Context: an optimization exercise on an open-source flow, tuned for small area and a short achievable clock period. The choices shown serve that exercise and are no tape-out recipe. RTL that was checked went through simulation tests only; none was proved equivalent to the original. No functional check of the RTL was part of run 6. No activity file was given, so power comes from the tool's default toggle rates.

--- flow/config.mk ---
export PLATFORM = sky130hd
export DESIGN_NAME = addrgen_top
export DESIGN_NICKNAME = addrgen_top
export VERILOG_FILES = /design/flow/design.v
export SDC_FILE = /design/flow/constraint.sdc
export NUM_CORES = 4
export LEC_CHECK = 0
export CAP_MARGIN = 20
export CORE_MARGIN = 2
export CORE_UTILIZATION = 60
export CTS_BUF_LIST = sky130_fd_sc_hd__clkbuf_8
export CTS_CLUSTER_DIAMETER = 100
export CTS_CLUSTER_SIZE = 16
export PLACE_DENSITY = 0.8
export SETUP_SLACK_MARGIN = 2.0
export SLEW_MARGIN = 20
--- flow/constraint.sdc ---
create_clock -name core_clock -period 5.5 [get_ports {clk_i}]
set_input_delay 1.1000 -clock core_clock [delete_from_list [all_inputs] [get_ports {clk_i}]]
set_output_delay 1.1000 -clock core_clock [all_outputs]
set_load 0.01 [all_outputs]
--- flow/design.v ---
`timescale 1ns/1ps
`default_nettype none
package addrgen_pkg;
  typedef logic [32-1:0] addr_t;      
  typedef logic [10-1:0] cnt_t;        
  typedef logic [16-1:0] trans_t;    
  typedef logic [16-1:0] len_t;     
  typedef logic signed [16-1:0] stride_t;
  typedef logic [4-1:0] strb_t;      
  typedef enum logic [1:0] {
    RUN_IDLE = 2'd0,   
    RUN_BUSY = 2'd1,   
    RUN_DONE = 2'd2    
  } run_state_e;
endpackage
`default_nettype wire
`timescale 1ns/1ps
`default_nettype none
module addrgen_top (
  input  wire logic                 clk_i,
  input  wire logic                 rst_ni,
  input  wire logic                 start_i,
  input  wire logic                 enable_i,
  input  wire addrgen_pkg::addr_t   base_addr_i,
  input  wire addrgen_pkg::trans_t  trans_size_i,
  input  wire addrgen_pkg::len_t    line_length_i,
  input  wire addrgen_pkg::stride_t line_stride_i,
  input  wire addrgen_pkg::len_t    feat_length_i,
  input  wire addrgen_pkg::stride_t feat_stride_i,
  input  wire addrgen_pkg::len_t    feat_roll_i,
  input  wire logic                 loop_outer_i,
  output addrgen_pkg::addr_t        addr_o,
  output addrgen_pkg::strb_t        strb_o,
  output logic                      first_o,
  output logic                      last_o,
  output logic                      word_update_o,
  output logic                      line_update_o,
  output logic                      feat_update_o,
  output logic                      busy_o,
  output logic                      done_o
);
  logic mis_d, roll_zero_d;
  logic line_big_d, feat_big_d, roll_big_d;
  assign mis_d = (base_addr_i[1:0] != 2'b00) |
                 (line_stride_i[1:0] != 2'b00) |
                 (feat_stride_i[1:0] != 2'b00);
  logic line_over_d, feat_over_d, roll_over_d;
  assign line_over_d = (line_length_i[15:11] != 5'd0) |
                       (line_length_i[10] & (line_length_i[9:0] != 10'd0));
  assign feat_over_d = (feat_length_i[15:11] != 5'd0) |
                       (feat_length_i[10] & (feat_length_i[9:0] != 10'd0));
  assign roll_over_d = (feat_roll_i[15:11] != 5'd0) |
                       (feat_roll_i[10] & (feat_roll_i[9:0] != 10'd0));
  assign line_big_d  = mis_d ? (line_length_i[15:10] != 6'd0)
                             : (line_length_i == 16'd0) | line_over_d;
  assign feat_big_d  = (feat_length_i == 16'd0) | feat_over_d;
  assign roll_zero_d = (feat_roll_i == 16'd0);
  assign roll_big_d  = (roll_zero_d & ~loop_outer_i) | roll_over_d;
  logic        start_q, busy_q, done_q;
  logic [31:0] base_q;        
  logic [31:0] fstart_q;      
  logic [31:0] addr_q;        
  logic [16:0] jump_q;        
  logic        jump_done_q;   
  logic [15:0] fstride_q;
  logic [9:0]  line_len_q, feat_len_q, roll_len_q;
  logic        line_big_q, feat_big_q, roll_big_q;
  logic        outer_q;
  logic        mis_q;         
  logic        first_q;       
  logic [15:0] rem_q;         
  logic [9:0]  wcnt_q;        
  logic [9:0]  lcnt_q;        
  logic [9:0]  rcnt_q;        
  logic        wlast_q;       
  logic        llast_q;       
  logic        rlast_q;       
  logic mis, first, step, count_en, feat_step;
  logic [9:0] wcnt_d, lcnt_d, rcnt_d;
  assign mis       = mis_q;
  assign first     = first_q;
  assign step      = enable_i & busy_q & ~start_q;
  assign count_en  = step & ~(mis & first);
  assign feat_step = step & wlast_q & llast_q;
  assign wcnt_d = (start_q | wlast_q) ? {9'd0, ~mis} : wcnt_q + 10'd1;
  assign lcnt_d = (start_q | llast_q) ? 10'd1 : lcnt_q + 10'd1;
  assign rcnt_d = (start_q | rlast_q) ? 10'd1 : rcnt_q + 10'd1;
  logic        sa_addr_q, sa_fstart_q, sa_base_q;    
  logic        sb_four_q, sb_jump_q, sb_fstride_q;   
  logic [31:0] add_a, add_b, sum;
  assign add_a = ({32{sa_addr_q}}   & addr_q) |
                 ({32{sa_fstart_q}} & fstart_q) |
                 ({32{sa_base_q}}   & base_q);
  assign add_b = ({32{sb_four_q}}    & 32'd4) |
                 ({32{sb_jump_q}}    & {{15{jump_q[16]}}, jump_q}) |
                 ({32{sb_fstride_q}} & {{16{fstride_q[15]}}, fstride_q});
  logic c2_q;
  assign sum[1:0] = add_a[1:0] + add_b[1:0];
  logic [30:0] pg_p [0:5];
  logic [30:0] pg_g [0:5];
  assign pg_p[0] = {add_a[31:2] ^ add_b[31:2], 1'b0};
  assign pg_g[0] = {add_a[31:2] & add_b[31:2], c2_q};
  for (genvar k = 0; k < 5; k++) begin : g_lvl
    for (genvar i = 0; i < 31; i++) begin : g_bit
      if (((i >> k) & 1) == 1) begin : g_op
        localparam int J = ((i >> k) << k) - 1;
        assign pg_g[k+1][i] = pg_g[k][i] | (pg_p[k][i] & pg_g[k][J]);
        assign pg_p[k+1][i] = pg_p[k][i] & pg_p[k][J];
      end else begin : g_pass
        assign pg_g[k+1][i] = pg_g[k][i];
        assign pg_p[k+1][i] = pg_p[k][i];
      end
    end
  end
  assign sum[31:2] = pg_p[0][30:1] ^ pg_g[5][29:0];
  logic wlast_n, llast_n, rlast_n, fend_n, base_n;
  assign wlast_n = ~line_big_q & (wcnt_d == line_len_q);
  assign llast_n = (start_q | wlast_q) ? (~feat_big_q & (lcnt_d == feat_len_q)) : llast_q;
  assign rlast_n = (start_q | (wlast_q & llast_q)) ? (~roll_big_q & (rcnt_d == roll_len_q))
                                                   : rlast_q;
  assign fend_n  = wlast_n & llast_n;
  assign base_n  = ~outer_q & rlast_n;
  logic       sa_addr_m, sa_fstart_m, sa_base_m, sb_four_m, sb_jump_m, sb_fstride_m;
  logic [1:0] fstart_lo_m, a_lo_m, b_lo_m;
  assign sa_addr_m    = ~fend_n;
  assign sa_fstart_m  = fend_n & ~base_n;
  assign sa_base_m    = fend_n & base_n;
  assign sb_four_m    = ~wlast_n;
  assign sb_jump_m    = wlast_n & ~llast_n;
  assign sb_fstride_m = fend_n & (outer_q ~^ rlast_n);
  assign fstart_lo_m  = (start_q | (wlast_q & llast_q)) ? sum[1:0] : fstart_q[1:0];
  assign a_lo_m = ({2{sa_addr_m}}   & sum[1:0]) |
                  ({2{sa_fstart_m}} & fstart_lo_m) |
                  ({2{sa_base_m}}   & base_q[1:0]);
  assign b_lo_m = ({2{sb_jump_m}}    & jump_q[1:0]) |
                  ({2{sb_fstride_m}} & fstride_q[1:0]);
  always_ff @(posedge clk_i) begin
    if (start_i) begin
      sa_addr_q    <= 1'b0;
      sa_fstart_q  <= 1'b0;
      sa_base_q    <= 1'b1;
      sb_four_q    <= 1'b0;
      sb_jump_q    <= 1'b0;
      sb_fstride_q <= 1'b0;
      c2_q         <= 1'b0;   
    end else if (start_q || step) begin
      sa_addr_q    <= sa_addr_m;
      sa_fstart_q  <= sa_fstart_m;
      sa_base_q    <= sa_base_m;
      sb_four_q    <= sb_four_m;
      sb_jump_q    <= sb_jump_m;
      sb_fstride_q <= sb_fstride_m;
      c2_q         <= (a_lo_m[1] & b_lo_m[1]) | ((a_lo_m[1] | b_lo_m[1]) & a_lo_m[0] & b_lo_m[0]);
    end
  end
  always_ff @(posedge clk_i or negedge rst_ni) begin
    if (!rst_ni) begin
      start_q <= 1'b0;
      busy_q  <= 1'b0;
      done_q  <= 1'b0;
    end else begin
      start_q <= start_i;
      if (start_q) begin
        busy_q <= (rem_q != 16'd0);
        done_q <= (rem_q == 16'd0);
      end else if (count_en && rem_q == 16'd1) begin
        busy_q <= 1'b0;
        done_q <= 1'b1;
      end
    end
  end
  always_ff @(posedge clk_i) begin
    if (start_i) begin
      base_q     <= base_addr_i;
      fstride_q  <= feat_stride_i;
      line_len_q <= line_length_i[9:0];
      line_big_q <= line_big_d;
      feat_len_q <= feat_length_i[9:0];
      feat_big_q <= feat_big_d;
      roll_len_q <= {feat_roll_i[9:1], feat_roll_i[0] | (roll_zero_d & loop_outer_i)};
      roll_big_q <= roll_big_d;
      outer_q    <= loop_outer_i;
      mis_q      <= mis_d;
    end
  end
  always_ff @(posedge clk_i) begin
    if (start_i) begin
      rem_q <= trans_size_i;
    end else if (count_en) begin
      rem_q <= rem_q - 16'd1;
    end
  end
  always_ff @(posedge clk_i) begin
    if (start_i) begin
      jump_q <= {line_stride_i[15], line_stride_i};
    end else if (step && !wlast_q && !jump_done_q) begin
      jump_q[16:2] <= jump_q[16:2] - 15'd1;
    end
  end
  always_ff @(posedge clk_i) begin
    if (start_q) begin
      jump_done_q <= 1'b0;
    end else if (step && wlast_q) begin
      jump_done_q <= 1'b1;
    end
  end
  always_ff @(posedge clk_i) begin
    if (start_q || step) begin
      addr_q <= sum;
    end
    if (start_q || feat_step) begin
      fstart_q <= sum;
    end
  end
  always_ff @(posedge clk_i) begin
    if (start_q || step) begin
      wcnt_q  <= wcnt_d;
      first_q <= (wcnt_d == {9'd0, ~mis});
      wlast_q <= wlast_n;
    end
    if (start_q || (step && wlast_q)) begin
      lcnt_q  <= lcnt_d;
      llast_q <= llast_n;
    end
    if (start_q || feat_step) begin
      rcnt_q  <= rcnt_d;
      rlast_q <= rlast_n;
    end
  end
  logic [3:0] lead_mask;
  assign lead_mask = 4'b1111 << addr_q[1:0];
  always_comb begin
    strb_o = 4'b1111;
    if (mis) begin
      if (first)   strb_o = lead_mask;
      if (wlast_q) strb_o = ~lead_mask;
    end
  end
  assign addr_o        = {addr_q[31:2], 2'b00};
  assign first_o       = first;
  assign last_o        = wlast_q;
  assign word_update_o = step;
  assign line_update_o = step & wlast_q;
  assign feat_update_o = feat_step;
  assign busy_o        = busy_q;
  assign done_o        = done_q;
endmodule
`default_nettype wire
--- flow/flow/run.sh ---
#!/bin/bash
# standard layout with small port buffers; full output in standard.log
export BUFFER_PORTS_ARGS="-buffer_cell sky130_fd_sc_hd__buf_1"
bash standard.sh > standard.log 2>&1
--- flow/standard.sh ---
#!/bin/bash
# synth_recipe.tcl (not shown) runs the flow's synth.tcl, then flattens the netlist and writes it again
# the make line also repeats each setting of config.mk as NAME=value (left out here)
make -C /OpenROAD-flow-scripts/flow DESIGN_CONFIG=/design/flow/config.mk WORK_HOME=/design/flow/orfs CLKGATE_MAP_FILE= SYNTH_SCRIPT=/design/flow/synth_recipe.tcl "${@:-finish}"
==> summary.txt, run 1 <==
Logic synthesis
  – EDFF count, synth: 214
  – Synth warnings: 3
  – Async S/R FF share, synth: 0.01333
  – Syn_area_per_cell: 12.20 µm²
  – Post-synth design cell area: 11280 µm²
  – Synth cell types: 70
  – Primary FF master, synth: edfxtp_1
  – Cells after synthesis: 925
  – Sequential area share after synthesis: 0.5903
  – Synth Register Bits: 225

Timing
  – Final setup vio count: 0
  – Minimum clock period: 3289 ps
  – Part of the cycle the worst path needs: 0.5980
  – Worst Max-Slew Pin Slew: 1060 ps
  – Max Clock Freq: 0.3041 GHz
  – Max_slew headroom: 0.2933
  – Final hold viol count: 0
  – Final Skew: 24.64 ps
  – Unrepaired setup endpoints after global routing: false
  – Setup TNS: 0 ps
  – Slew Limit Fails: 0

Clock network
  – Htree depth: 1
  – CTS tree: done
  – Clock sink total: 225
  – Root Buffer: clkbuf_8
  – Total CTS buffers: 18
  – Clock Latency Late Sink: 520 ps
  – Longest Clk Path Bufs: 3
  – Clk slew on worst S/H paths: 100 ps
  – CTS Hold Bufs: 0

Power and ir drop
  – Worst VDD drop: 156.8 µV
  – Pwr per Cell Area: 283.0 nW/µm²
  – Post-layout total power: 3506 µW
  – Cell leakage power: 0.004576 µW

Global routing
  – Global-route wire length before repair: 36340 µm
  – Initial antenna violation count: 0
  – Vias in the first global route: 7386
  – GRT overflow: 0
  – Largest net degree at the start of global routing: 96
  – Gr usage total: 0.2275

Worst setup path
  – Worst Setup Start Kind: flop
  – R2R depth: 13
  – Reg2Reg Launch Point: sa_addr_q$_SDFFE_PP0P_
  – Setup crit end kind: flop
  – Critical Path Start: sa_addr_q$_SDFFE_PP0P_
  – Worst endpoint required time: 5780 ps
  – Critical path type: reg -> reg
  – RR Endpoint: addr_q[25]$_DFFE_PP_
  – Flop2flop setup slack: 2210 ps
  – Crit path max fanout: 8
  – Worst Path Arrival: 3570 ps

Final layout
  – Most common cell after layout, fill and taps aside: edfxtp_1
  – Multi-input logic area: 4098 µm²
  – Area delta synth->final: 9.791%
  – Sequential cell area: 6676 µm²
  – Net count, final: 1245
  – Filler cells: 1401
  – # diodes: 0
  – Commonest non-fill, non-tap cells in the layout: edfxtp_1, buf_1, nand2_1
  – Post-Layout Cell Count: 1317
  – Share of cells above drive strength 1: 0.06187

Floorplan
  – Die Width: 141.1 µm
  – Row cnt: 50
  – Initial Util: 0.6073
  – Core area: 18580 µm²
  – Die ar.: 19920 µm²
  – Top-Level Pins: 176
  – Die Span Y: 141.1 µm

Flow run
  – Max-cap viol count: 0

Routing
  – Detailed Route Iter0 Violations: 637
  – TritonRoute pass-1 iters: 6
  – Vias per inst: 5.875
  – Drt drc: 0
  – DR WL/cell: 17.46 µm
  – Antenna-violating nets left: 0
  – Detailed-route via count: 7738
  – WL final: 23000 µm

Placement
  – Dpl hpwl: 16370 µm
  – Port Buf Inserts: 173
  – Routability cong.: 0.9182
  – DP Cell Count: 1278

Worst hold path
  – Hold Path Class: in -> async

Status
  – Status: timing/DRC/antenna clean
sequential cells by signal, indices dropped and copies added (netlist names), 10 cells and up:
| name | cells |
|---|---|
| addr_q | 32 |
| base_q | 32 |
| fstart_q | 32 |
| jump_q | 17 |
| fstride_q | 16 |
| rem_q | 16 |
| feat_len_q | 10 |
| lcnt_q | 10 |
| line_len_q | 10 |
| rcnt_q | 10 |
| roll_len_q | 10 |
| wcnt_q | 10 |
how the worst max path moves through the flow:
stage / cells past startpoint / endpoint / slack, ps
floorplan: 13 / addr_q[30]$_DFFE_PP_ / 2190
global placement: 12 / addr_q[30]$_DFFE_PP_ / 1610
detailed placement: 12 / fstart_q[30]$_DFFE_PP_ / 1470
CTS: 12 / addr_q[30]$_DFFE_PP_ / 2010
global route: 12 / addr_q[30]$_DFFE_PP_ / 2010
finish: 13 / addr_q[25]$_DFFE_PP_ / 2210
cell usage after synthesis (7+ instances only):
| cell | n | area share |
|---|---|---|
| or3_1 | 9 | 0.0050 |
| nor4_1 | 19 | 0.011 |
| and2_1 | 7 | 0.0039 |
| nand3_1 | 30 | 0.013 |
| dfxtp_1 | 8 | 0.014 |
| nand2b_1 | 8 | 0.0044 |
| a22o_1 | 15 | 0.012 |
| edfxtp_1 | 214 | 0.57 |
| ha_1 | 36 | 0.040 |
| a222oi_1 | 32 | 0.028 |
| nand2_1 | 74 | 0.025 |
| xnor2_1 | 58 | 0.045 |
| nand4_1 | 10 | 0.0055 |
| nor3_1 | 22 | 0.0098 |
| buf_4 | 32 | 0.021 |
| nor2_1 | 44 | 0.015 |
| o21a_1 | 7 | 0.0047 |
| a21o_1 | 9 | 0.0060 |
| inv_1 | 59 | 0.020 |
| clkbuf_1 | 27 | 0.0090 |
| a21oi_1 | 23 | 0.010 |
| xor2_1 | 32 | 0.025 |
| o21ai_0 | 52 | 0.023 |
final cells by class:
cell class              instances  share of cell area
clock buffers                  19             0.02111
clock inverters                13            0.004948
inverters                      59             0.01788
multi-input cells             581              0.3307
flip-flops and latches        225              0.5389
well taps                     234             0.02363
repair buffers                186             0.06282
power breakdown:
group | switching (µW) | internal [µW] | leakage [µW]
registers | 110 | 2070 | 0.00224
clock network | 534 | 330 | 0.000208
logic | 270 | 193 | 0.00213
total | 914 | 2590 | 0.00458
layer usage:
metal  share of wire  vias to the layer above  track usage
li1                -                     3736            -
met1            0.42                     3644       0.3150
met2            0.48                      316       0.3763
met3           0.079                       42      0.03838
met4           0.022                        0      0.06211
met5               0                        -            0
cell families after synthesis:
kind of cell / Yosys count / synth area share
other cells: 1 / 0.0003323
mux: 7 / 0.006652
buf+inv: 120 / 0.05056
simple gates: 257 / 0.1139
compound gates: 183 / 0.1176
xor+xnor: 91 / 0.07185
flops: 225 / 0.5903
fa+ha+maj: 41 / 0.04879
metrics by stage:
step	worst slack, ps	hold WS [ps]	utilization	area, µm²
6_report	2211	370.2	0.6668	12390
5_1_grt	2011	355.3	0.6668	12390
4_1_cts	2015	342.6	0.6613	12290
3_5_place_dp	1473	465.4	0.6424	11940
3_3_place_gp	1608	457.6	0.6424	11940
2_1_floorplan	2190	426.5	-	11290
timing repair:
action	CTS	global route
setup endpoints to repair	14	16
resized for setup	11	11
pin swaps	0	4
hold endpoints to repair	0	0
setup buffers	0	7
worst max-delay path, cell delays in order (launching register included):
cell and delay [ps]:
dfxtp_4 400, buf_12 150, a222oi_1 330, inv_1 100, ha_1 360, a21o_1 170
a21o_1 190, a211o_1 300, nand3_1 100, o311a_1 250, nor2_1 110, a31o_2 270
a211oi_1 240, nor3_1 90
==> run 2, diff against run 1 <==
--- a/flow/config.mk
+++ b/flow/config.mk
@@ -11,6 +11,6 @@
 export CTS_BUF_LIST = sky130_fd_sc_hd__clkbuf_8
 export CTS_CLUSTER_DIAMETER = 100
 export CTS_CLUSTER_SIZE = 16
-export PLACE_DENSITY = 0.8
+export GPL_ROUTABILITY_DRIVEN = 0
 export SETUP_SLACK_MARGIN = 2.0
 export SLEW_MARGIN = 20
==> run 2 against run 1 <==
Net effect: count of clock-buffer cells in the layout did not move; critical endpoint unchanged; core utilization fell by 0.33 points; non-clock buffer count fell by 3; critical path depth fell by 1; design area fell by 0.49%; area after synthesis did not move; sequential power barely moved; via count fell by 2.4%; largest power group unchanged; fmax fell by 0.55%; clock skew fell by 1.1 ps.
==> summary.txt, run 2 <==
Floorplan
  – Initial Util: 0.6073 (unchanged)
  – Die ar.: 19920 µm² (unchanged)
  – Top-Level Pins: 176 (unchanged)
  – Row cnt: 50 (unchanged)
  – Core area: 18580 µm² (unchanged)
  – Die Span Y: 141.1 µm (unchanged)
  – Die Width: 141.1 µm (unchanged)

Clock network
  – Root Buffer: clkbuf_8
  – Clk slew on worst S/H paths: 120 ps (+20 ps)
  – CTS Hold Bufs: 0 (unchanged)
  – CTS tree: done
  – Clock sink total: 225 (unchanged)
  – Htree depth: 1 (unchanged)
  – Clock Latency Late Sink: 530 ps (about the same)
  – Total CTS buffers: 18 (unchanged)
  – Longest Clk Path Bufs: 3 (unchanged)

Global routing
  – Largest net degree at the start of global routing: 104 (+8.3%)
  – GRT overflow: 0 (unchanged)
  – Gr usage total: 0.2262 (-0.001323)
  – Vias in the first global route: 7193 (-2.6%)
  – Initial antenna violation count: 0 (unchanged)
  – Global-route wire length before repair: 35920 µm (-1.1%)

Timing
  – Slew Limit Fails: 0 (unchanged)
  – Final Skew: 23.53 ps (-1.105 ps)
  – Part of the cycle the worst path needs: 0.6013 (+0.003318)
  – Setup TNS: 0 ps (unchanged)
  – Unrepaired setup endpoints after global routing: false
  – Max_slew headroom: 0.3025 (+0.009213)
  – Final hold viol count: 0 (unchanged)
  – Final Worst Setup Slack: 2193 ps (-18.25 ps)
  – Minimum clock period: 3307 ps (+18.25 ps)
  – Final setup vio count: 0 (unchanged)
  – Worst Max-Slew Pin Slew: 1046 ps (-13.82 ps)
  – Max Clock Freq: 0.3024 GHz (-0.55%)

Power and ir drop
  – Logic pwr share: 0.129 (-0.003)
  – Clock group share of total power: 0.250 (+0.004)
  – NetSw: 924.0 µW (+1.1%)
  – Sequential share of power: 0.621 (about the same)
  – Pwr per Cell Area: 284.8 nW/µm² (+0.67%)
  – Internal power: 2588 µW (-0.15%)
  – Cell leakage power: 0.004553 µW (-0.51%)
  – Switching share of power: 0.2631 (+0.002398)
  – Worst VDD drop: 219.4 µV (+40%)

Worst setup path
  – R2R depth: 12 (-1)
  – Critical path type: reg -> reg
  – Worst Setup Start Kind: flop
  – Setup crit end kind: flop
  – Worst Path Arrival: 3580 ps (about the same)
  – Flop2flop setup slack: 2190 ps (-20 ps)
  – Worst endpoint required time: 5780 ps (about the same)
  – RR Endpoint: addr_q[25]$_DFFE_PP_
  – Reg2Reg Launch Point: sa_addr_q$_SDFFE_PP0P_
  – Critical Path End: addr_q[25]$_DFFE_PP_
  – Crit path max fanout: 22 (+14)
  – Critical Path Start: sa_addr_q$_SDFFE_PP0P_

Routing
  – Vias per inst: 5.747 (-2.2%)
  – TritonRoute pass-1 iters: 5 (-1)
  – Detailed Route Iter0 Violations: 611 (-4.1%)
  – DR WL/cell: 17.26 µm (-1.1%)
  – Antenna-violating nets left: 0 (unchanged)
  – Detailed-route via count: 7552 (-2.4%)
  – Drt drc: 0 (unchanged)
  – WL final: 22690 µm (-1.3%)

Final layout
  – # diodes: 0 (unchanged)
  – Core Util, Final: 0.6635 (-0.003299)
  – Biggest regs: addr_q (32), base_q (32), fstart_q (32)
  – Most common cell after layout, fill and taps aside: edfxtp_1
  – Commonest non-fill, non-tap cells in the layout: edfxtp_1, buf_1, nand2_1
  – Multi-input logic area: 4089 µm² (-0.21%)
  – Area delta synth->final: 9.247%
  – Sequential cell area: 6671 µm² (about the same)
  – Share of cells above drive strength 1: 0.05926 (-0.002606)
  – Filler cells: 1471 (+5.0%)
  – Net count, final: 1242 (-0.24%)

Worst hold path
  – Hold Path Class: in -> async

Logic synthesis
  – Most numerous cell in the Yosys netlist: edfxtp_1
  – Synth top area cells: edfxtp_1, xnor2_1, ha_1
  – Synth warnings: 3 (unchanged)
  – Synth cell count leaders: edfxtp_1, nand2_1, inv_1
  – Primary FF master, synth: edfxtp_1
  – EDFF count, synth: 214 (unchanged)
  – Post-synth design cell area: 11280 µm² (unchanged)
  – Yosys top cell by area: edfxtp_1
  – Syn_area_per_cell: 12.20 µm² (unchanged)
  – Yosys top cell area share: 0.5695 (unchanged)
  – Synth cell types: 70 (unchanged)
  – Cells after synthesis: 925 (unchanged)
  – Synth Register Bits: 225 (unchanged)
  – Async S/R FF share, synth: 0.01333 (unchanged)
  – Sequential area share after synthesis: 0.5903 (unchanged)

Placement
  – Dpl hpwl: 16120 µm (-1.5%)
  – DP Worst Slack: 1467 ps (-5.580 ps)
  – Port Buf Inserts: 173 (unchanged)

Status
  – Status: timing/DRC/antenna clean

Flow run
  – Max-cap viol count: 0 (unchanged)
[run 2: final cells by class]
class                      count  area share
sequential                   225      0.5412
inverter                      59     0.01817
multi-input combinational    581      0.3317
timing repair buffer         183     0.05907
clock inverter                13    0.004973
tap                          234     0.02375
clock buffer                  19     0.02121
[run 2: worst min path at each step]
stage	slack [ps]	to	depth (start not counted)	startpoint
2_1_floorplan	430	jump_done_q$_SDFFE_PP0P_	1	jump_done_q$_SDFFE_PP0P_
3_3_place_gp	460	jump_done_q$_SDFFE_PP0P_	1	jump_done_q$_SDFFE_PP0P_
3_5_place_dp	460	jump_done_q$_SDFFE_PP0P_	1	jump_done_q$_SDFFE_PP0P_
4_1_cts	310	done_q$_DFFE_PN0P_	1	rst_ni
5_1_grt	320	done_q$_DFFE_PN0P_	1	rst_ni
6_report	330	done_q$_DFFE_PN0P_	1	rst_ni
[run 2: kinds of logic (layout without fill, tap and decap cells)]
logic type | after synthesis | count (layout) | share of synthesized area
other | 1 | 2 | 0.0003323
buffers and inverters | 120 | 274 | 0.05056
muxes | 7 | 7 | 0.006652
DFF | 225 | 225 | 0.5903
adders and majority gates | 41 | 41 | 0.04879
xor gates and xnor gates | 91 | 91 | 0.07185
and+or+nand+nor | 257 | 257 | 0.1139
AOI/OAI and AO/OA | 183 | 183 | 0.1176
[run 2: repair_timing]
| item | 4_1_cts | 5_1_grt |
|---|---|---|
| endpoints found under the hold margin | 0 | 0 |
| endpoints found under the setup margin | 16 | 14 |
| setup buffers | 0 | 3 |
| pin swaps | 0 | 4 |
| resized for setup | 9 | 6 |
[run 2: power groups by stage]
stage | clock [µW] | combinational [µW] | sequential, µW
after detailed placement | 0 | 450 | 2220
after global placement | 0 | 440 | 2220
after floorplan | 0 | 347 | 2170
after global routing | 963 | 509 | 2200
after CTS | 906 | 453 | 2180
final | 879 | 452 | 2180
[run 2: critical path, cell delays in order, from the launching register on]
cell      delay, ps
dfxtp_4         440
a222oi_1        390
inv_1            90
ha_1            350
a21o_1          170
a21o_1          180
a211o_1         290
nand3_1         100
o311a_1         250
nor2_1          110
a31o_2          270
a211oi_1        300
nor3_1          120
[run 2: stage by stage]
step | instance area [µm²] | instances | power [µW] | hold WS (ps)
floorplan | 11290 | 926 | 2521 | 426.5
global placement | 11940 | 1279 | 2656 | 462.6
detailed placement | 11950 | 1279 | 2668 | 462.7
CTS | 12290 | 1311 | 3538 | 308.2
global route | 12330 | 1314 | 3672 | 323.8
finish | 12330 | 1314 | 3512 | 334.9
[run 2: layer usage]
metal  GRT usage  vias up  wire (µm)
met5           0        -          0
met4     0.05368        0        415
met3     0.03261       28       1265
met2      0.3802      212      10810
met1      0.3147     3574      10190
li1            -     3738          -
==> run 3, diff against run 2 <==
--- a/flow/config.mk
+++ b/flow/config.mk
@@ -11,6 +11,5 @@
 export CTS_BUF_LIST = sky130_fd_sc_hd__clkbuf_8
 export CTS_CLUSTER_DIAMETER = 100
 export CTS_CLUSTER_SIZE = 16
-export GPL_ROUTABILITY_DRIVEN = 0
-export SETUP_SLACK_MARGIN = 2.0
+export SETUP_SLACK_MARGIN = 2.5
 export SLEW_MARGIN = 20
==> run 3 against run 2 <==
Net effect: still clean; register-to-register slack better by 30 ps; worst setup slack better by 33 ps; non-clock buffer count is 65 higher; clock power down 1%; count of clock-buffer cells in the layout is the same; sequential power about the same; combinational power up 22%; area after synthesis is the same; die area unchanged; sequential cell count is the same; critical endpoint is now fstart_q[27]$_DFFE_PP_; largest cell class unchanged.
==> summary.txt, run 3 <==
Status
  – Status: timing/DRC/antenna clean

Placement
  – DP Cell Count: 1281 (+0.16%)
  – Routability cong.: 0.8289
  – Port Buf Inserts: 173 (unchanged)
  – Dpl hpwl: 16430 µm (+1.9%)

Global routing
  – GRT overflow: 0 (unchanged)
  – Largest net degree at the start of global routing: 66 (-37%)
  – Gr usage total: 0.2401 (+0.01390)
  – Initial antenna violation count: 0 (unchanged)
  – Global-route wire length before repair: 38020 µm (+5.8%)
  – Vias in the first global route: 7548 (+4.9%)

Clock network
  – Clk slew on worst S/H paths: 100 ps (-20 ps)
  – Total CTS buffers: 18 (unchanged)
  – CTS tree: done
  – Clock Latency Late Sink: 530 ps (about the same)
  – Clock sink total: 225 (unchanged)
  – CTS Hold Bufs: 0 (unchanged)
  – Longest Clk Path Bufs: 3 (unchanged)
  – Htree depth: 1 (unchanged)
  – Root Buffer: clkbuf_8

Worst setup path
  – Setup crit end kind: flop
  – Slowest-stage cell, CP: a222oi_1
  – CP bufs+invs: 3 (+2)
  – Flop2flop setup slack: 2230 ps (+30 ps)
  – R2R depth: 14 (+2)
  – RR Endpoint: fstart_q[27]$_DFFE_PP_
  – CP top delay family: compound AO/OA/AOI/OAI gates
  – Crit path max fanout: 12 (-45%)
  – Reg2Reg Launch Point: sa_fstart_q$_SDFFE_PP0P_
  – Worst endpoint required time: 5780 ps (about the same)
  – Crit-path cells: buf_6 -> a222oi_1 -> inv_1 -> ha_1 -> a21o_1 -> a21o_1 -> a211o_1 -> nand3_2 -> o311a_4 -> nor3_4 -> buf_4 -> o31a_1 -> nor2_1 -> xnor2_1
  – Worst Setup Start Kind: flop
  – Max stage delay on crit path: 410 ps (-30 ps)
  – Worst path most repeated cell: a21o_1
  – Critical path depth: 14 (+2)
  – Worst Path Arrival: 3560 ps (-20 ps)
  – Critical path type: reg -> reg

Flow run
  – Max-cap viol count: 0 (unchanged)

Logic synthesis
  – EDFF count, synth: 214 (unchanged)
  – Async S/R FF share, synth: 0.01333 (unchanged)
  – Post-synth design cell area: 11280 µm² (unchanged)
  – Sequential area share after synthesis: 0.5903 (unchanged)
  – Synth warnings: 3 (unchanged)
  – Synth top area cells: edfxtp_1, xnor2_1, ha_1
  – Synth cell types: 70 (unchanged)
  – Synth Register Bits: 225 (unchanged)
  – Yosys top cell by area: edfxtp_1
  – Yosys top cell area share: 0.5695 (unchanged)
  – Most numerous cell in the Yosys netlist: edfxtp_1
  – Synth cell count leaders: edfxtp_1, nand2_1, inv_1
  – Syn_area_per_cell: 12.20 µm² (unchanged)
  – Primary FF master, synth: edfxtp_1
  – Cells after synthesis: 925 (unchanged)

Timing
  – Final hold viol count: 0 (unchanged)
  – Minimum clock period: 3274 ps (-33.26 ps)
  – Final setup vio count: 0 (unchanged)
  – Slew Limit Fails: 0 (unchanged)
  – Worst Max-Slew Pin Slew: 931.1 ps (-115.2 ps)
  – Final Skew: 34.73 ps (+11.20 ps)
  – Max Clock Freq: 0.3054 GHz (+1.0%)
  – Max_slew headroom: 0.3770 (+0.07450)
  – Part of the cycle the worst path needs: 0.5953 (-0.006047)
  – Minimum hold slack: 380.8 ps (+45.85 ps)
  – Setup TNS: 0 ps (unchanged)
  – Unrepaired setup endpoints after global routing: true

Floorplan
  – Die Span Y: 141.1 µm (unchanged)
  – Core area: 18580 µm² (unchanged)
  – Die ar.: 19920 µm² (unchanged)
  – Row cnt: 50 (unchanged)
  – Initial Util: 0.6073 (unchanged)
  – Die Width: 141.1 µm (unchanged)
  – Top-Level Pins: 176 (unchanged)

Final layout
  – Net count, final: 1307 (+5.2%)
  – Area delta synth->final: 17.95%
  – Share of cells above drive strength 1: 0.1616 (+0.1023)
  – Post-Layout Cell Count: 1379 (+4.9%)
  – Commonest non-fill, non-tap cells in the layout: edfxtp_1, buf_1, nand2_1
  – Most common cell after layout, fill and taps aside: edfxtp_1
  – # diodes: 0 (unchanged)
  – Biggest regs: addr_q (32), base_q (32), fstart_q (32)
  – Core Util, Final: 0.7164 (+0.05286)

Power and ir drop
  – Post-layout total power: 3600 µW (+2.5%)
  – Worst VDD drop: 301.4 µV (+37%)
  – Cell leakage power: 0.004967 µW (+9.1%)
  – Pwr per Cell Area: 270.5 nW/µm² (-5.0%)

Routing
  – DR WL/cell: 18.05 µm (+4.6%)
  – TritonRoute pass-1 iters: 5 (unchanged)
  – Detailed-route via count: 7988 (+5.8%)
  – Detailed Route Iter0 Violations: 614 (+0.49%)
  – WL final: 24900 µm (+9.7%)
  – Vias per inst: 5.793 (+0.79%)
  – Drt drc: 0 (unchanged)
  – Antenna-violating nets left: 0 (unchanged)

Worst hold path
  – Hold Path Class: in -> async
run 3: logic make-up (layout without fill, tap and decap cells):
family | after synthesis | count (layout) | synth area share
other | 1 | 2 | 0.0003323
AO/OA/AOI/OAI | 183 | 183 | 0.1176
multiplexers | 7 | 7 | 0.006652
flip-flops | 225 | 225 | 0.5903
XOR/XNOR | 91 | 91 | 0.07185
buffers and inverters | 120 | 339 | 0.05056
adder cells (fa/ha/maj) | 41 | 41 | 0.04879
AND/OR/NAND/NOR | 257 | 257 | 0.1139
run 3: per-stage QoR:
step | cell area (µm²) | worst slack, ps
6_report | 13310 | 2226
5_1_grt | 13310 | 2066
4_1_cts | 12920 | 2247
3_5_place_dp | 12010 | 1804
3_3_place_gp | 12010 | 1896
2_1_floorplan | 11390 | 2498
run 3: worst max path at each step:
stage / from / endpoint / slack (ps)
2_1_floorplan: sa_addr_q$_SDFFE_PP0P_ / addr_q[17]$_DFFE_PP_ / 2500
3_3_place_gp: sa_addr_q$_SDFFE_PP0P_ / addr_q[29]$_DFFE_PP_ / 1900
3_5_place_dp: sa_addr_q$_SDFFE_PP0P_ / addr_q[29]$_DFFE_PP_ / 1800
4_1_cts: sa_addr_q$_SDFFE_PP0P_ / addr_q[29]$_DFFE_PP_ / 2250
5_1_grt: sa_addr_q$_SDFFE_PP0P_ / addr_q[30]$_DFFE_PP_ / 2070
6_report: sa_fstart_q$_SDFFE_PP0P_ / fstart_q[27]$_DFFE_PP_ / 2230
run 3: cell type report:
type / count / area [µm²]
clock buffer: 19 / 261.5
sequential: 225 / 6674
tap: 234 / 292.8
fill: 1359 / 5270
inverter: 59 / 221.5
multi-input combinational: 581 / 4474
timing repair buffer: 248 / 1325
clock inverter: 13 / 61.31
run 3: layer usage:
| metal | routed length [µm] | GRT usage | up-vias |
|---|---|---|---|
| met2 | 12330 | 0.4147 | 297 |
| met1 | 10220 | 0.3197 | 3782 |
| met4 | 547 | 0.06211 | 0 |
| li1 | - | - | 3865 |
| met5 | 0 | 0 | - |
| met3 | 1804 | 0.03770 | 44 |
run 3: repair_timing:
item / 4_1_cts / 5_1_grt
resized for setup: 53 / 50
setup buffers: 44 / 21
pin swaps: 25 / 45
endpoints found under the setup margin: 53 / 47
gates cloned: 1 / 0
run 3: power breakdown:
group	switching, µW	internal, µW	total [µW]
sequential	109	2070	2180
clock	539	330	869
combinational	304	249	553
total	953	2650	3600
==> run 4, diff against run 3 <==
--- a/flow/config.mk
+++ b/flow/config.mk
@@ -11,5 +11,5 @@
 export CTS_BUF_LIST = sky130_fd_sc_hd__clkbuf_8
 export CTS_CLUSTER_DIAMETER = 100
 export CTS_CLUSTER_SIZE = 16
-export SETUP_SLACK_MARGIN = 2.5
+export SETUP_SLACK_MARGIN = 2.25
 export SLEW_MARGIN = 20
==> run 4 against run 3 <==
Net effect: still clean; power shrank 2.3%; sequential cell count is the same; critical path depth shrank 2; via count shrank 4.0%; first-iteration DRC count shrank 7.3%; non-clock buffer count shrank 47; combinational power shrank 14%; largest cell class unchanged.
==> summary.txt, run 4 <==
Global routing
  – Largest net degree at the start of global routing: 67 (+1.5%)
  – GRT overflow: 0 (unchanged)
  – Global-route wire length before repair: 35720 µm (-6.0%)
  – Gr usage total: 0.2236 (-0.01648)
  – Initial antenna violation count: 0 (unchanged)
  – Vias in the first global route: 7147 (-5.3%)

Power and ir drop
  – NetSw: 917.5 µW (-3.7%)
  – Sequential share of power: 0.618 (+0.013)
  – Switching share of power: 0.2608 (-0.003820)
  – Post-layout total power: 3518 µW (-2.3%)
  – Internal power: 2600 µW (-1.8%)
  – Pwr per Cell Area: 280.3 nW/µm² (+3.6%)
  – Worst VDD drop: 203.0 µV (-33%)
  – Logic pwr share: 0.136 (-0.018)
  – Cell leakage power: 0.004672 µW (-5.9%)
  – Clock group share of total power: 0.246 (+0.005)

Clock network
  – Htree depth: 1 (unchanged)
  – CTS tree: done
  – Longest Clk Path Bufs: 3 (unchanged)
  – Clock sink total: 225 (unchanged)
  – CTS Hold Bufs: 0 (unchanged)
  – Root Buffer: clkbuf_8
  – Clock Latency Late Sink: 520 ps (about the same)
  – Total CTS buffers: 18 (unchanged)
  – Clk slew on worst S/H paths: 110 ps (about the same)

Worst setup path
  – Flop2flop setup slack: 2300 ps (+70 ps)
  – Worst Path Arrival: 3480 ps (-80 ps)
  – Setup crit end kind: flop
  – Critical Path Start: sa_addr_q$_SDFFE_PP0P_
  – Crit path max fanout: 8 (-4)
  – Worst Setup Start Kind: flop
  – Critical path type: reg -> reg
  – Worst endpoint required time: 5780 ps (about the same)
  – Reg2Reg Launch Point: sa_addr_q$_SDFFE_PP0P_

Timing
  – Max Clock Freq: 0.3122 GHz (+2.2%)
  – Final setup vio count: 0 (unchanged)
  – Worst Max-Slew Pin Slew: 889.5 ps (-41.57 ps)
  – Setup TNS: 0 ps (unchanged)
  – Minimum clock period: 3203 ps (-71.32 ps)
  – Final Worst Setup Slack: 2297 ps (+71.32 ps)
  – Final Skew: 25.10 ps (-9.632 ps)
  – Unrepaired setup endpoints after global routing: true
  – Final hold viol count: 0 (unchanged)
  – Slew Limit Fails: 0 (unchanged)
  – Part of the cycle the worst path needs: 0.5823 (-0.01297)
  – Max_slew headroom: 0.4048 (+0.02782)

Worst hold path
  – Hold Path Class: in -> async

Floorplan
  – Die ar.: 19920 µm² (unchanged)
  – Top-Level Pins: 176 (unchanged)
  – Row cnt: 50 (unchanged)
  – Die Span Y: 141.1 µm (unchanged)
  – Initial Util: 0.6073 (unchanged)
  – Die Width: 141.1 µm (unchanged)
  – Core area: 18580 µm² (unchanged)

Routing
  – TritonRoute pass-1 iters: 9 (+4)
  – WL final: 23050 µm (-7.4%)
  – DR WL/cell: 17.31 µm (-4.1%)
  – Detailed Route Iter0 Violations: 569 (-7.3%)
  – Antenna-violating nets left: 0 (unchanged)
  – Detailed-route via count: 7666 (-4.0%)
  – Vias per inst: 5.755 (-0.64%)
  – Drt drc: 0 (unchanged)

Placement
  – Routability cong.: 0.8267 (-0.27%)
  – Dpl hpwl: 16290 µm (-0.87%)
  – Port Buf Inserts: 173 (unchanged)
  – DP Worst Slack: 1665 ps (-139.2 ps)

Logic synthesis
  – Compound-Gate Fraction of Synth Area: 0.1176 (unchanged)
  – Yosys top cell by area: edfxtp_1
  – Yosys top cell area share: 0.5695 (unchanged)
  – Syn_area_per_cell: 12.20 µm² (unchanged)
  – Primary FF master, synth: edfxtp_1
  – Sequential area share after synthesis: 0.5903 (unchanged)
  – Synth cell count leaders: edfxtp_1, nand2_1, inv_1
  – Post-synth design cell area: 11280 µm² (unchanged)
  – Simple logic cell fraction of the synthesized area: 0.1139 (unchanged)
  – Synth Register Bits: 225 (unchanged)
  – Most numerous cell in the Yosys netlist: edfxtp_1
  – Post-synthesis adder-cell area fraction: 0.04879 (unchanged)
  – Synth cell types: 70 (unchanged)
  – EDFF count, synth: 214 (unchanged)
  – Post-Synth XOR/XNOR Area: 0.07185 (unchanged)
  – Cells after synthesis: 925 (unchanged)
  – Mux contribution to synthesized area: 0.006653 (unchanged)
  – Synth top area cells: edfxtp_1, xnor2_1, ha_1
  – Synth warnings: 3 (unchanged)
  – Main combinational cell family by area after synthesis: compound AO/OA/AOI/OAI gates
  – Async S/R FF share, synth: 0.01333 (unchanged)

Final layout
  – Net count, final: 1260 (-3.6%)
  – Biggest regs: addr_q (32), base_q (32), fstart_q (32)
  – Share of cells above drive strength 1: 0.08470 (-0.07687)
  – # diodes: 0 (unchanged)
  – Commonest non-fill, non-tap cells in the layout: edfxtp_1, buf_1, nand2_1
  – Most common cell after layout, fill and taps aside: edfxtp_1
  – Area delta synth->final: 11.20%

Status
  – Status: timing/DRC/antenna clean

Flow run
  – Max-cap viol count: 0 (unchanged)
[run 4: cell count changes in the layout (fill, tap and decap cells not counted), sizes merged]
| cell | previous run | this run |
|---|---|---|
| clkbuf | 21 | 20 |
| buf | 246 | 200 |
[run 4: final cells by class]
type / count / area, µm²
Fill cell: 1434 / 6032
Sequential cell: 225 / 6679
Multi-Input combinational cell: 581 / 4161
Clock inverter: 13 / 61.31
Inverter: 59 / 221.5
Clock buffer: 19 / 261.5
Timing Repair Buffer: 201 / 870.8
Tap cell: 234 / 292.8
[run 4: worst paths after layout]
| kind | endpoint | cells after the start |
|---|---|---|
| setup / recovery | addr_q[29]$_DFFE_PP_ | 12 |
| hold reg to reg | jump_done_q$_SDFFE_PP0P_ | 1 |
| max in group asynchronous | start_q$_DFF_PN0_ | 1 |
| hold / removal | done_q$_DFFE_PN0P_ | 1 |
| setup reg to reg | addr_q[29]$_DFFE_PP_ | 12 |
| min in group core_clock | jump_done_q$_SDFFE_PP0P_ | 1 |
[run 4: power by group through the flow]
stage                     clock network (µW)  registers [µW]  logic (µW)
final                                    865            2170         477
after global routing                     951            2190         535
after CTS                                891            2180         455
after detailed placement                   0            2220         449
after global placement                     0            2220         440
after floorplan                            0            2170         347
[run 4: per-layer routing]
metal | share of wire | track usage | vias up
met5 | 0 | 0 | -
met4 | 0.017 | 0.04368 | 0
met3 | 0.067 | 0.03499 | 26
met2 | 0.48 | 0.3756 | 244
met1 | 0.43 | 0.3136 | 3624
li1 | - | - | 3772
[run 4: what timing repair did]
item | CTS | global route
pin swaps | 6 | 15
endpoints found under the setup margin | 40 | 28
gates cloned | 0 | 0
resized for setup | 17 | 18
setup buffers | 3 | 16
[run 4: critical path, stage by stage (launching register included)]
cell	delay [ps]
dfxtp_4	400
buf_6	150
a222oi_1	310
inv_1	110
ha_1	310
o211ai_1	130
nand4_1	190
nand4_1	210
o311a_4	420
nor3_4	230
o2111ai_2	170
nor2b_4	180
xnor2_2	140
[run 4: cell families (layout without fill, tap and decap cells)]
kind of cell | count (synthesis) | count (layout)
flops | 225 | 225
mux | 7 | 7
buf+inv | 120 | 292
other cells | 1 | 2
fa+ha+maj | 41 | 41
xor+xnor | 91 | 91
compound gates | 183 | 183
simple gates | 257 | 257
[run 4: per-stage QoR]
step           hold slack (ps)  utilization  cell area [µm²]  cells
6_report                 357.5       0.6754            12550   1332
5_1_grt                  339.5       0.6754            12550   1332
4_1_cts                  335.3       0.6648            12350   1316
3_5_place_dp             461.6       0.6438            11960   1281
3_3_place_gp             461.0       0.6438            11960   1281
2_1_floorplan            426.5            -            11290    926
==> run 5, diff against run 4 <==
==> flow/flow/run.sh (replaced) <==
#!/bin/bash
# standard layout with small port buffers and power (size) recovery; full output in standard.log
export BUFFER_PORTS_ARGS="-buffer_cell sky130_fd_sc_hd__buf_1"
bash standard.sh RECOVER_POWER=20 finish > standard.log 2>&1
--- a/flow/config.mk
+++ b/flow/config.mk
@@ -11,5 +11,5 @@
 export CTS_BUF_LIST = sky130_fd_sc_hd__clkbuf_8
 export CTS_CLUSTER_DIAMETER = 100
 export CTS_CLUSTER_SIZE = 16
-export SETUP_SLACK_MARGIN = 2.25
+export SETUP_SLACK_MARGIN = 2.0
 export SLEW_MARGIN = 20
==> run 5 against run 4 <==
Net effect: now fails the layout checks on max-capacitance violations, max-slew violations; design area is 1.8% lower; non-clock buffer count fell by 18; routed wire length is 1.6% lower; synthesized cell count did not move; register-to-register slack got worse by 230 ps; core utilization down 1.2 points; power decreased by 0.17%; critical path depth did not move; critical path type unchanged; largest power group unchanged.
==> summary.txt, run 5 <==
Status
  – Status: finished with violations
  – Violated Checks: max-capacitance violations, max-slew violations

Logic synthesis
  – EDFF count, synth: 214 (unchanged)
  – Synth warnings: 3 (unchanged)
  – Sequential area share after synthesis: 0.5903 (unchanged)
  – Synth top area cells: edfxtp_1, xnor2_1, ha_1
  – Cells after synthesis: 925 (unchanged)
  – Yosys top cell by area: edfxtp_1
  – Primary FF master, synth: edfxtp_1
  – Yosys top cell area share: 0.5695 (unchanged)
  – Synth Register Bits: 225 (unchanged)
  – Post-synth design cell area: 11280 µm² (unchanged)
  – Most numerous cell in the Yosys netlist: edfxtp_1
  – Synth cell count leaders: edfxtp_1, nand2_1, inv_1
  – Async S/R FF share, synth: 0.01333 (unchanged)
  – Synth cell types: 70 (unchanged)
  – Syn_area_per_cell: 12.20 µm² (unchanged)

Worst setup path
  – Worst endpoint required time: 5990 ps (+210 ps)
  – Flop2flop setup slack: 2060 ps (-230 ps)
  – Reg2Reg Launch Point: start_q$_DFF_PN0_
  – Worst Path Arrival: 3930 ps (+450 ps)
  – RR Endpoint: c2_q$_SDFFE_PP0P_
  – Critical path type: reg -> reg
  – Worst Setup Start Kind: flop
  – Worst path most repeated cell: nand2_1
  – Crit path max fanout: 16 (+8)
  – Setup crit end kind: flop
  – Crit-path cells: or2_0 -> nand2_1 -> nor4_1 -> nand4_1 -> o21ai_0 -> ha_2 -> nand2_1 -> o21ai_0 -> nand3_1 -> mux2_4 -> a221o_1 -> nand2_1
  – Max stage delay on crit path: 700 ps (+280 ps)
  – R2R depth: 12 (unchanged)
  – Slowest-stage cell, CP: dfrtp_1

Timing
  – Final Skew: 24.89 ps (-0.2105 ps)
  – Final hold viol count: 0 (unchanged)
  – Setup TNS: 0 ps (unchanged)
  – Final setup vio count: 0 (unchanged)
  – Minimum clock period: 3437 ps (+234.6 ps)
  – Max Clock Freq: 0.2909 GHz (-6.8%)
  – Final Worst Setup Slack: 2063 ps (-234.6 ps)
  – Part of the cycle the worst path needs: 0.6250 (+0.04266)
  – Minimum hold slack: 335.3 ps (-22.12 ps)
  – Max_slew headroom: -0.4947 (-0.8995)
  – Unrepaired setup endpoints after global routing: false
  – Slew Limit Fails: 47 (+47)
  – Worst Max-Slew Pin Slew: 2242 ps (+1353 ps)

Power and ir drop
  – Internal power: 2588 µW (-0.49%)
  – Logic pwr share: 0.129 (-0.007)
  – Cell leakage power: 0.004545 µW (-2.7%)
  – Sequential share of power: 0.621 (+0.003)
  – Worst VDD drop: 219.4 µV (+8.1%)
  – NetSw: 924.3 µW (+0.74%)
  – Pwr per Cell Area: 285.0 nW/µm² (+1.7%)
  – Clock group share of total power: 0.250 (+0.004)
  – Switching share of power: 0.2632 (+0.002368)

Routing
  – Detailed-route via count: 7574 (-1.2%)
  – Detailed Route Iter0 Violations: 611 (+7.4%)
  – TritonRoute pass-1 iters: 5 (-4)
  – Antenna-violating nets left: 0 (unchanged)
  – Vias per inst: 5.764 (+0.15%)
  – WL final: 22680 µm (-1.6%)
  – Drt drc: 0 (unchanged)
  – DR WL/cell: 17.26 µm (-0.26%)

Clock network
  – Clock sink total: 225 (unchanged)
  – Clk slew on worst S/H paths: 120 ps (about the same)
  – Total CTS buffers: 18 (unchanged)
  – CTS tree: done
  – Htree depth: 1 (unchanged)
  – Longest Clk Path Bufs: 3 (unchanged)
  – Root Buffer: clkbuf_8
  – Clock Latency Late Sink: 530 ps (about the same)

Final layout
  – Commonest non-fill, non-tap cells in the layout: edfxtp_1, buf_1, nand2_1
  – # diodes: 0 (unchanged)
  – Most common cell after layout, fill and taps aside: edfxtp_1
  – Multi-input logic area: 4089 µm² (-1.7%)
  – Sequential cell area: 6670 µm² (-0.13%)
  – Filler cells: 1474 (+2.8%)
  – Fin area: 12320 µm² (-1.8%)
  – Biggest regs: addr_q (32), base_q (32), fstart_q (32)
  – Net count, final: 1242 (-1.4%)
  – Share of cells above drive strength 1: 0.05556 (-0.02914)
  – Area delta synth->final: 9.203%

Floorplan
  – Die Width: 141.1 µm (unchanged)
  – Top-Level Pins: 176 (unchanged)
  – Core area: 18580 µm² (unchanged)
  – Initial Util: 0.6073 (unchanged)
  – Row cnt: 50 (unchanged)
  – Die Span Y: 141.1 µm (unchanged)
  – Die ar.: 19920 µm² (unchanged)

Worst hold path
  – Hold Path Class: in -> async

Global routing
  – Vias in the first global route: 7193 (+0.64%)
  – Initial antenna violation count: 0 (unchanged)
  – Largest net degree at the start of global routing: 104 (+55%)
  – GRT overflow: 0 (unchanged)
  – Global-route wire length before repair: 35920 µm (+0.56%)
  – Gr usage total: 0.2262 (+0.002575)

Placement
  – Routability cong.: 0.8102 (-2.0%)
  – Port Buf Inserts: 173 (unchanged)
  – Area after DPL: 11950 µm² (-0.15%)
  – DP Worst Slack: 1467 ps (-197.6 ps)
  – Dpl hpwl: 16120 µm (-1.0%)

Flow run
  – Max-cap viol count: 1 (+1)
[run 5: cell types whose count changed in the layout (fill, tap and decap cells not counted), sizes merged]
cell,change
buf,-19
clkbuf,+1
[run 5: per-layer routing]
metal  up-vias  GRT usage  routed length, µm
met3        28    0.03261               1161
li1       3735          -                  -
met2       208     0.3802              10840
met1      3603     0.3147              10260
met4         0    0.05368                415
met5         -          0                  0
[run 5: how the worst max path moves through the flow]
stage / slack [ps] / from / endpoint / cells after the start
after floorplan: 2190 / sa_fstart_q$_SDFFE_PP0P_ / addr_q[30]$_DFFE_PP_ / 13
after global placement: 1590 / sa_addr_q$_SDFFE_PP0P_ / addr_q[30]$_DFFE_PP_ / 11
after detailed placement: 1470 / sa_addr_q$_SDFFE_PP0P_ / fstart_q[30]$_DFFE_PP_ / 11
after CTS: 2070 / sa_addr_q$_SDFFE_PP0P_ / fstart_q[30]$_DFFE_PP_ / 12
after global routing: 1730 / start_q$_DFF_PN0_ / c2_q$_SDFFE_PP0P_ / 12
final: 2060 / start_q$_DFF_PN0_ / c2_q$_SDFFE_PP0P_ / 12
[run 5: kinds of logic after synthesis]
| logic type | Yosys count | share of synthesized area |
|---|---|---|
| buffers and inverters | 120 | 0.05056 |
| and+or+nand+nor | 257 | 0.1139 |
| xor gates and xnor gates | 91 | 0.07185 |
| other | 1 | 0.0003323 |
| DFF | 225 | 0.5903 |
| AOI/OAI and AO/OA | 183 | 0.1176 |
| muxes | 7 | 0.006652 |
| adders and majority gates | 41 | 0.04879 |
[run 5: critical path, delay by kind of cell (launching register included)]
family,cells,cell delay [ps]
AO/OA/AOI/OAI,3,660
adder cells (fa/ha/maj),1,310
flip-flops,1,700
multiplexers,1,270
AND/OR/NAND/NOR,7,1450
[run 5: metrics by stage]
step / utilization / instances / power (µW)
finish: 0.6632 / 1314 / 3512
global route: 0.6632 / 1314 / 3672
CTS: 0.6613 / 1311 / 3538
detailed placement: 0.6429 / 1279 / 2668
global placement: 0.6428 / 1279 / 2656
floorplan: - / 926 / 2521
[run 5: layout make-up]
type,instances,area share
inverter,59,0.01817
timing repair buffer,183,0.05879
clock inverter,13,0.004975
tap,234,0.02376
clock buffer,19,0.02122
sequential,225,0.5413
multi-input combinational,581,0.3318
[run 5: repair_timing]
action,CTS,global route
setup endpoints to repair,16,14
gates resized for setup,9,6
pin swaps,0,4
setup buffers,0,3
hold buffers,0,0
[run 5: power groups by stage]
stage / sequential (µW) / clock [µW] / combinational [µW]
4_1_cts: 2180 / 906 / 453
2_1_floorplan: 2170 / 0 / 347
6_report: 2180 / 879 / 452
3_3_place_gp: 2220 / 0 / 440
5_1_grt: 2200 / 963 / 509
3_5_place_dp: 2220 / 0 / 450
==> run 6, diff against run 5 <==
--- a/flow/design.v
+++ b/flow/design.v
@@ -57,6 +57,7 @@
   assign roll_zero_d = (feat_roll_i == 16'd0);
   assign roll_big_d  = (roll_zero_d & ~loop_outer_i) | roll_over_d;
   logic        start_q, busy_q, done_q;
+  logic        start_dp_q;    
   logic [31:0] base_q;        
   logic [31:0] fstart_q;      
   logic [31:0] addr_q;        
@@ -82,9 +83,9 @@
   assign step      = enable_i & busy_q & ~start_q;
   assign count_en  = step & ~(mis & first);
   assign feat_step = step & wlast_q & llast_q;
-  assign wcnt_d = (start_q | wlast_q) ? {9'd0, ~mis} : wcnt_q + 10'd1;
-  assign lcnt_d = (start_q | llast_q) ? 10'd1 : lcnt_q + 10'd1;
-  assign rcnt_d = (start_q | rlast_q) ? 10'd1 : rcnt_q + 10'd1;
+  assign wcnt_d = (start_dp_q | wlast_q) ? {9'd0, ~mis} : wcnt_q + 10'd1;
+  assign lcnt_d = (start_dp_q | llast_q) ? 10'd1 : lcnt_q + 10'd1;
+  assign rcnt_d = (start_dp_q | rlast_q) ? 10'd1 : rcnt_q + 10'd1;
   logic        sa_addr_q, sa_fstart_q, sa_base_q;    
   logic        sb_four_q, sb_jump_q, sb_fstride_q;   
   logic [31:0] add_a, add_b, sum;
@@ -115,8 +116,8 @@
   assign sum[31:2] = pg_p[0][30:1] ^ pg_g[5][29:0];
   logic wlast_n, llast_n, rlast_n, fend_n, base_n;
   assign wlast_n = ~line_big_q & (wcnt_d == line_len_q);
-  assign llast_n = (start_q | wlast_q) ? (~feat_big_q & (lcnt_d == feat_len_q)) : llast_q;
-  assign rlast_n = (start_q | (wlast_q & llast_q)) ? (~roll_big_q & (rcnt_d == roll_len_q))
+  assign llast_n = (start_dp_q | wlast_q) ? (~feat_big_q & (lcnt_d == feat_len_q)) : llast_q;
+  assign rlast_n = (start_dp_q | (wlast_q & llast_q)) ? (~roll_big_q & (rcnt_d == roll_len_q))
                                                    : rlast_q;
   assign fend_n  = wlast_n & llast_n;
   assign base_n  = ~outer_q & rlast_n;
@@ -128,7 +129,7 @@
   assign sb_four_m    = ~wlast_n;
   assign sb_jump_m    = wlast_n & ~llast_n;
   assign sb_fstride_m = fend_n & (outer_q ~^ rlast_n);
-  assign fstart_lo_m  = (start_q | (wlast_q & llast_q)) ? sum[1:0] : fstart_q[1:0];
+  assign fstart_lo_m  = (start_dp_q | (wlast_q & llast_q)) ? sum[1:0] : fstart_q[1:0];
   assign a_lo_m = ({2{sa_addr_m}}   & sum[1:0]) |
                   ({2{sa_fstart_m}} & fstart_lo_m) |
                   ({2{sa_base_m}}   & base_q[1:0]);
@@ -143,7 +144,7 @@
       sb_jump_q    <= 1'b0;
       sb_fstride_q <= 1'b0;
       c2_q         <= 1'b0;   
-    end else if (start_q || step) begin
+    end else if (start_dp_q || step) begin
       sa_addr_q    <= sa_addr_m;
       sa_fstart_q  <= sa_fstart_m;
       sa_base_q    <= sa_base_m;
@@ -152,6 +153,9 @@
       sb_fstride_q <= sb_fstride_m;
       c2_q         <= (a_lo_m[1] & b_lo_m[1]) | ((a_lo_m[1] | b_lo_m[1]) & a_lo_m[0] & b_lo_m[0]);
     end
+  end
+  always_ff @(posedge clk_i) begin
+    start_dp_q <= start_i;
   end
   always_ff @(posedge clk_i or negedge rst_ni) begin
     if (!rst_ni) begin
@@ -198,31 +202,31 @@
     end
   end
   always_ff @(posedge clk_i) begin
-    if (start_q) begin
+    if (start_dp_q) begin
       jump_done_q <= 1'b0;
     end else if (step && wlast_q) begin
       jump_done_q <= 1'b1;
     end
   end
   always_ff @(posedge clk_i) begin
-    if (start_q || step) begin
+    if (start_dp_q || step) begin
       addr_q <= sum;
     end
-    if (start_q || feat_step) begin
+    if (start_dp_q || feat_step) begin
       fstart_q <= sum;
     end
   end
   always_ff @(posedge clk_i) begin
-    if (start_q || step) begin
+    if (start_dp_q || step) begin
       wcnt_q  <= wcnt_d;
       first_q <= (wcnt_d == {9'd0, ~mis});
       wlast_q <= wlast_n;
     end
-    if (start_q || (step && wlast_q)) begin
+    if (start_dp_q || (step && wlast_q)) begin
       lcnt_q  <= lcnt_d;
       llast_q <= llast_n;
     end
-    if (start_q || feat_step) begin
+    if (start_dp_q || feat_step) begin
       rcnt_q  <= rcnt_d;
       rlast_q <= rlast_n;
     end
@@ -241,7 +245,7 @@
   assign last_o        = wlast_q;
   assign word_update_o = step;
   assign line_update_o = step & wlast_q;
-  assign feat_update_o = feat_step;
+  assign feat_update_o = step & ~sa_addr_q;   
   assign busy_o        = busy_q;
   assign done_o        = done_q;
 endmodule
==> flow/flow/run.sh (replaced) <==
#!/bin/bash
# standard layout with small port buffers; full output in standard.log
export BUFFER_PORTS_ARGS="-buffer_cell sky130_fd_sc_hd__buf_1"
bash standard.sh > standard.log 2>&1
--- a/flow/config.mk
+++ b/flow/config.mk
@@ -11,5 +11,5 @@
 export CTS_BUF_LIST = sky130_fd_sc_hd__clkbuf_8
 export CTS_CLUSTER_DIAMETER = 100
 export CTS_CLUSTER_SIZE = 16
-export SETUP_SLACK_MARGIN = 2.0
+export SETUP_SLACK_MARGIN = 2.25
 export SLEW_MARGIN = 20
==> run 6 against run 5 <==
Net effect: the run now finishes clean; global-route usage up 1.6 points; power increased by 0.12%; sequential cell count up 1; worst setup slack improved by 200 ps; register-to-register slack gained 200 ps; non-clock buffer count increased by 16; clock power shrank 0.7%; clock skew increased by 4.0 ps; synthesized cell count rose by 0.43%; core utilization is 1.7 points higher; critical path depth increased by 1; critical path type unchanged; largest cell class unchanged; largest power group unchanged; highest routed layer unchanged.
==> summary.txt, run 6 <==
Worst setup path
  – Max stage delay on crit path: 430 ps (-270 ps)
  – Setup crit end kind: flop
  – Worst endpoint required time: 5880 ps (-110 ps)
  – Reg2Reg Launch Point: sa_addr_q$_SDFFE_PP0P_
  – Worst Setup Start Kind: flop
  – Crit path max fanout: 15 (-1)
  – Critical path type: reg -> reg
  – Slowest-stage cell, CP: or4_1
  – Flop2flop setup slack: 2260 ps (+200 ps)
  – R2R depth: 13 (+1)
  – Worst path most repeated cell: a21o_1
  – Crit-path cells: buf_12 -> a222oi_1 -> inv_1 -> ha_1 -> nor2b_1 -> o21a_1 -> o21ai_2 -> a21o_1 -> a21o_1 -> nor2_2 -> o311a_1 -> or4_1 -> nand3_2
  – Worst Path Arrival: 3620 ps (-310 ps)
  – RR Endpoint: addr_q[16]$_DFFE_PP_

Routing
  – Vias per inst: 5.814 (+0.87%)
  – Drt drc: 0 (unchanged)
  – Detailed-route via count: 7756 (+2.4%)
  – TritonRoute pass-1 iters: 6 (+1)
  – Antenna-violating nets left: 0 (unchanged)
  – WL final: 24330 µm (+7.3%)
  – DR WL/cell: 18.24 µm (+5.7%)
  – Detailed Route Iter0 Violations: 621 (+1.6%)

Logic synthesis
  – Sequential area share after synthesis: 0.5903 (about the same)
  – Yosys top cell by area: edfxtp_1
  – Synth Register Bits: 226 (+0.44%)
  – Yosys top cell area share: 0.5677 (-0.001762)
  – Most numerous cell in the Yosys netlist: edfxtp_1
  – EDFF count, synth: 214 (unchanged)
  – Synth cell count leaders: edfxtp_1, nand2_1, inv_1
  – Synth warnings: 3 (unchanged)
  – Post-synth design cell area: 11320 µm² (+0.31%)
  – Cells after synthesis: 929 (+0.43%)
  – Synth top area cells: edfxtp_1, xnor2_1, ha_1
  – Syn_area_per_cell: 12.18 µm² (-0.12%)
  – Synth cell types: 60 (-14%)
  – Primary FF master, synth: edfxtp_1
  – Async S/R FF share, synth: 0.01327 (-0.00005900)

Timing
  – Setup TNS: 0 ps (unchanged)
  – Unrepaired setup endpoints after global routing: true
  – Minimum hold slack: 375.1 ps (+39.73 ps)
  – Minimum clock period: 3235 ps (-201.8 ps)
  – Slew Limit Fails: 0 (-100%)
  – Part of the cycle the worst path needs: 0.5883 (-0.03670)
  – Worst Max-Slew Pin Slew: 932.9 ps (-1309 ps)
  – Final Worst Setup Slack: 2265 ps (+201.8 ps)
  – Final Skew: 28.89 ps (+4.000 ps)
  – Final hold viol count: 0 (unchanged)
  – Max Clock Freq: 0.3091 GHz (+6.2%)
  – Final setup vio count: 0 (unchanged)
  – Max_slew headroom: 0.3758 (+0.8705)

Clock network
  – Clock sink total: 226 (+0.44%)
  – Clk slew on worst S/H paths: 110 ps (about the same)
  – CTS tree: done
  – Longest Clk Path Bufs: 3 (unchanged)
  – Clock Latency Late Sink: 520 ps (about the same)
  – Htree depth: 1 (unchanged)
  – Total CTS buffers: 18 (unchanged)
  – Root Buffer: clkbuf_8

Final layout
  – # diodes: 0 (unchanged)
  – Share of cells above drive strength 1: 0.09364 (+0.03808)
  – Area delta synth->final: 11.73%
  – Most common cell after layout, fill and taps aside: edfxtp_1
  – Biggest regs: addr_q (32), base_q (32), fstart_q (32)
  – Commonest non-fill, non-tap cells in the layout: edfxtp_1, buf_1, inv_1
  – Filler cells: 1432 (-2.8%)
  – Fin area: 12650 µm² (+2.6%)
  – Post-Layout Cell Count: 1334 (+1.5%)
  – Multi-input logic area: 4258 µm² (+4.1%)
  – Net count, final: 1262 (+1.6%)
  – Sequential cell area: 6694 µm² (+0.36%)

Global routing
  – Largest net degree at the start of global routing: 69 (-34%)
  – Initial antenna violation count: 0 (unchanged)
  – Global-route wire length before repair: 38480 µm (+7.1%)
  – Gr usage total: 0.2425 (+0.01631)
  – Vias in the first global route: 7520 (+4.5%)
  – GRT overflow: 0 (unchanged)

Power and ir drop
  – Cell leakage power: 0.004663 µW (+2.6%)
  – Pwr per Cell Area: 278.0 nW/µm² (-2.4%)
  – Worst VDD drop: 230.4 µV (+5.0%)

Floorplan
  – Core area: 18580 µm² (unchanged)
  – Die Width: 141.4 µm (+0.15%)
  – Die ar.: 19980 µm² (+0.30%)
  – Row cnt: 50 (unchanged)
  – Initial Util: 0.6092 (+0.001885)
  – Top-Level Pins: 176 (unchanged)
  – Die Span Y: 141.4 µm (+0.15%)

Worst hold path
  – Hold Path Class: in -> async

Placement
  – Port Buf Inserts: 173 (unchanged)
  – Dpl hpwl: 17430 µm (+8.1%)
  – Routability cong.: 0.8146 (+0.54%)
  – DP Cell Count: 1284 (+0.39%)
  – DP Worst Slack: 1535 ps (+68.01 ps)
  – Area after DPL: 11990 µm² (+0.38%)

Status
  – Status: timing/DRC/antenna clean

Flow run
  – Max-cap viol count: 0 (-1)
run 6: cell count changes after synthesis, sizes merged, moves of 4 or more:
cell / change
a211oi: -4
a21oi: +5
and4: +4
nand2: -16
nor2: +10
o31a: -4
or2: +4
xnor2: -6
xor2: +9
run 6: timing repair:
item,4_1_cts,5_1_grt
hold buffers,0,0
pin swaps,5,18
endpoints found under the setup margin,45,28
resized for setup,30,30
setup buffers,7,11
run 6: worst max-delay path, delay by kind of cell (launching register included):
| family | cells | cell delay, ps |
|---|---|---|
| buffers and inverters | 2 | 250 |
| AOI/OAI and AO/OA | 6 | 1460 |
| adders and majority gates | 1 | 300 |
| and+or+nand+nor | 4 | 710 |
| DFF | 1 | 370 |
run 6: how the worst max path moves through the flow:
stage / from / endpoint / slack, ps
after floorplan: enable_i / fstart_q[0]$_DFFE_PP_ / 2250
after global placement: wlast_q$_DFFE_PP_ / c2_q$_SDFFE_PP0P_ / 1590
after detailed placement: wlast_q$_DFFE_PP_ / c2_q$_SDFFE_PP0P_ / 1540
after CTS: sa_addr_q$_SDFFE_PP0P_ / addr_q[16]$_DFFE_PP_ / 2250
after global routing: sa_addr_q$_SDFFE_PP0P_ / addr_q[16]$_DFFE_PP_ / 2070
final: sa_addr_q$_SDFFE_PP0P_ / addr_q[16]$_DFFE_PP_ / 2260
run 6: cells by family (layout without fill, tap and decap cells):
family                     Yosys count  count (layout)  synth area share
AOI/OAI and AO/OA                  180             180            0.1139
xor gates and xnor gates            93              93           0.07196
adders and majority gates           41              41           0.04864
buffers and inverters              118             288           0.04996
DFF                                226             226            0.5903
muxes                                5               5          0.004422
other                                1               2         0.0003313
and+or+nand+nor                    265             265            0.1206
run 6: final cells by class:
class                           count  share of cell area
Tap cell                          234             0.02315
Sequential cell                   226              0.5293
Clock inverter                     13            0.004848
Timing Repair Buffer              199             0.06846
Inverter                           57             0.01692
Clock buffer                       19             0.02068
Multi-Input combinational cell    586              0.3367
run 6: report_power, final:
part | internal [µW] | switching (µW)
Clock | 330 | 543
Combinational | 193 | 280
Sequential | 2070 | 103
Total | 2590 | 926
run 6: routing by layer:
metal | global-route usage | share of wire | vias to the layer above | wire, µm
met5 | 0 | 0 | - | 0
met1 | 0.3382 | 0.43 | 3670 | 10520
li1 | - | - | 3786 | -
met3 | 0.03409 | 0.063 | 25 | 1526
met2 | 0.4142 | 0.49 | 275 | 11930
met4 | 0.04526 | 0.014 | 0 | 350
run 6: metrics by stage:
stage | utilization | total power (µW)
2_1_floorplan | - | 2502
3_3_place_gp | 0.6453 | 2643
3_5_place_dp | 0.6453 | 2655
4_1_cts | 0.6694 | 3532
5_1_grt | 0.6807 | 3679
6_report | 0.6807 | 3516

Setup slack of run 6, layout unchanged: 2.265 ns with ideal ports, 2.265 ns with driving cells assumed (clock clkbuf_16, inputs buf_2), 2.013 ns with port delays also shifted by the 0.549 ns mid clock arrival.
